This is an optimization exercise on Yosys and OpenROAD, whose aim is small area, a short achievable clock period and few clock cycles, not a production implementation. Function was checked by simulation only, so behaviour that the tests miss may differ from the original.

## old
## multicycle_datapath
module multicycle_datapath #(
  parameter int              XLEN     = 32,
  parameter logic [XLEN-1:0] RESET_PC = '0,
  parameter int              NREGS    = 32
) (
  input  logic            clk,
  input  logic            reset,
  output logic            mem_req,
  output logic            mem_we,
  output logic [XLEN-1:0] mem_addr,
  output logic [XLEN-1:0] mem_wdata,
  input  logic            mem_ready,
  input  logic [XLEN-1:0] mem_rdata,
  output logic [XLEN-1:0] pc,
  output logic            retire,
  output logic            halt
);
  logic [31:0] rf [1:31];           
  logic        req_fetch;           
  logic        f_stale;             
  logic [31:2] fa;                  
  logic [31:2] maddr;
  logic [31:2] pcq;                 
  logic        stop;                
  logic        bt_v;
  logic [31:2] bt_pc, bt_tgt;
  logic        d_valid, d_pred;     
  logic [31:0] d_ir;
  logic [31:2] d_pc;
  logic [31:1] d_s1, d_s2;          
  logic        e_valid, e_trap, e_wr, e_lw, e_sw, e_beq, e_jal, e_pred, e_tmis;
  logic        e_off8;              
  logic [31:2] e_tgt;               
  logic        e_add, e_inv, e_and, e_or, e_slt, e_sll, e_srl;
  logic        e_use1, e_use2;
  logic [4:0]  e_rd, e_rs1, e_rs2;
  logic [31:0] e_a, e_b;
  logic [11:0] e_imm;
  logic        m_valid, m_lw;
  logic [4:0]  m_rd;
  logic        w_v;
  logic [4:0]  w_rd;
  logic [31:0] w_d;
  logic [31:1] w_en;                
  assign mem_addr = {maddr, 2'b00};
  assign pc       = {pcq, 2'b00};
  logic [6:0] opcode, f7;
  ...
For scale: about 5900 cells after synthesis, roughly 1500 flip-flops, roughly 73000 µm² of cells after synthesis.
export LEC_CHECK = 0
export CAP_MARGIN = 20
export CORE_MARGIN = 2
export CORE_UTILIZATION = 40
export SETUP_SLACK_MARGIN = 4.5
export SLEW_MARGIN = 20
export TNS_END_PERCENT = 20
create_clock -name core_clock -period 8.0 [get_ports {clk}]
run.sh (not shown) runs the stock make flow with config.mk's settings and CLKGATE_MAP_FILE= SYNTH_SCRIPT=/design/flow/synth_recipe.tcl, a recipe that flattens the netlist after the stock synthesis.
Testbench counts of old, summed over its fixed seeds: cycles 18,385.
The inputs of new differ from those of old as listed below.
-- flow/design.v --
<<< old, line 28
  logic [31:0] d_ir;
  logic [31:2] d_pc;
  logic [31:1] d_s1, d_s2;          
  logic        e_valid, e_trap, e_wr, e_lw, e_sw, e_beq, e_jal, e_pred, e_tmis;
  logic        e_off8;              
>>> new, line 28
  logic [31:0] d_ir;
  logic [31:2] d_pc;
  logic [3:0]  d_s1lo, d_s2lo;      
  logic [7:0]  d_s1hi, d_s2hi;      
  logic        e_valid, e_trap, e_wr, e_lw, e_sw, e_beq, e_jal, e_pred, e_tmis;
  logic        e_off8;              
<<< old, line 42
  logic [4:0]  w_rd;
  logic [31:0] w_d;
  logic [31:1] w_en;                
  assign mem_addr = {maddr, 2'b00};
  assign pc       = {pcq, 2'b00};
>>> new, line 43
  logic [4:0]  w_rd;
  logic [31:0] w_d;
  assign mem_addr = {maddr, 2'b00};
  assign pc       = {pcq, 2'b00};
<<< old, line 127
    r2 = '0;
    for (int i = 1; i < 32; i++) begin
      r1 = r1 | ({32{d_s1[i]}} & rf[i]);
      r2 = r2 | ({32{d_s2[i]}} & rf[i]);
    end
    if (e_valid && e_wr && e_rd == rs1 && !is_jal)      op1 = e_res;
>>> new, line 127
    r2 = '0;
    for (int i = 1; i < 32; i++) begin
      r1 = r1 | ({32{d_s1lo[i % 4] && d_s1hi[i / 4]}} & rf[i]);
      r2 = r2 | ({32{d_s2lo[i % 4] && d_s2hi[i / 4]}} & rf[i]);
    end
    if (e_valid && e_wr && e_rd == rs1 && !is_jal)      op1 = e_res;
<<< old, line 203
    end
    w_rd <= m_valid ? m_rd : e_rd;
    for (int k = 1; k < 32; k++)
      w_en[k] <= (e_done && e_wr && e_rd == 5'(k)) || (m_done && m_lw && m_rd == 5'(k));
    w_d  <= m_valid ? mem_rdata : e_res;
    if (e_done && e_jal && !e_pred) begin
>>> new, line 203
    end
    w_rd <= m_valid ? m_rd : e_rd;
    w_d  <= m_valid ? mem_rdata : e_res;
    if (e_done && e_jal && !e_pred) begin
<<< old, line 211
    if (d_take) begin
      d_ir <= mem_rdata; d_pc <= maddr; d_pred <= bt_hit;
      for (int k = 1; k < 32; k++) begin
        d_s1[k] <= mem_rdata[19:15] == 5'(k);
        d_s2[k] <= mem_rdata[24:20] == 5'(k);
      end
    end
>>> new, line 209
    if (d_take) begin
      d_ir <= mem_rdata; d_pc <= maddr; d_pred <= bt_hit;
      for (int k = 0; k < 4; k++) begin
        d_s1lo[k] <= mem_rdata[16:15] == 2'(k);
        d_s2lo[k] <= mem_rdata[21:20] == 2'(k);
      end
      for (int k = 0; k < 8; k++) begin
        d_s1hi[k] <= mem_rdata[19:17] == 3'(k);
        d_s2hi[k] <= mem_rdata[24:22] == 3'(k);
      end
    end
<<< old, line 242
  end
  always_ff @(posedge clk) begin
    for (int k = 1; k < 32; k++)
      if (w_en[k]) rf[k] <= w_d;
  end
endmodule
>>> new, line 244
  end
  always_ff @(posedge clk) begin
    if (w_v) rf[w_rd] <= w_d;
  end
endmodule
==> run summary <==
Diff old -> new: number of flip-flops and latches now smaller, initial DRC count now larger, worst hold slack after final layout now smaller. From old to new the numbers moved as follows: routed wire length now smaller, non-filler instance count after layout down 0.57%.
Testbench counts of new, summed over its fixed seeds: cycles 18,385.

separate check: timing with driven ports:
In the flow no input, the clock included, has a driving cell. The finished layouts below were timed again as built, in two steps. Step 1 (the two cells are an assumption about what drives the block):
set clk [get_ports {clk}]
set_driving_cell -lib_cell sky130_fd_sc_hd__clkbuf_16 $clk
set_driving_cell -lib_cell sky130_fd_sc_hd__buf_2 [delete_from_list [all_inputs] $clk]
Step 2 also shifts input and output timing later by t, the mid clock arrival at the registers, as if the neighbouring blocks saw the same clock. Slacks: ideal / step 1 / step 2; pairs: ideal / step 1.
| run | t (ns) | setup WS [ns] | worst setup path after step 2 | worst register clock-pin slew, ns |
|---|---|---|---|---|
| old | 0.913 | 4.239 / 4.213 / 3.649 | input to register | 0.07 / 0.07 |
| new | 0.903 | 4.249 / 4.249 / 3.838 | input to register | 0.07 / 0.07 |
After both steps every run listed still meets setup and hold. The setup slack of old, which loses most, moves by -0.026 ns with the drivers and by -0.590 ns with both steps.
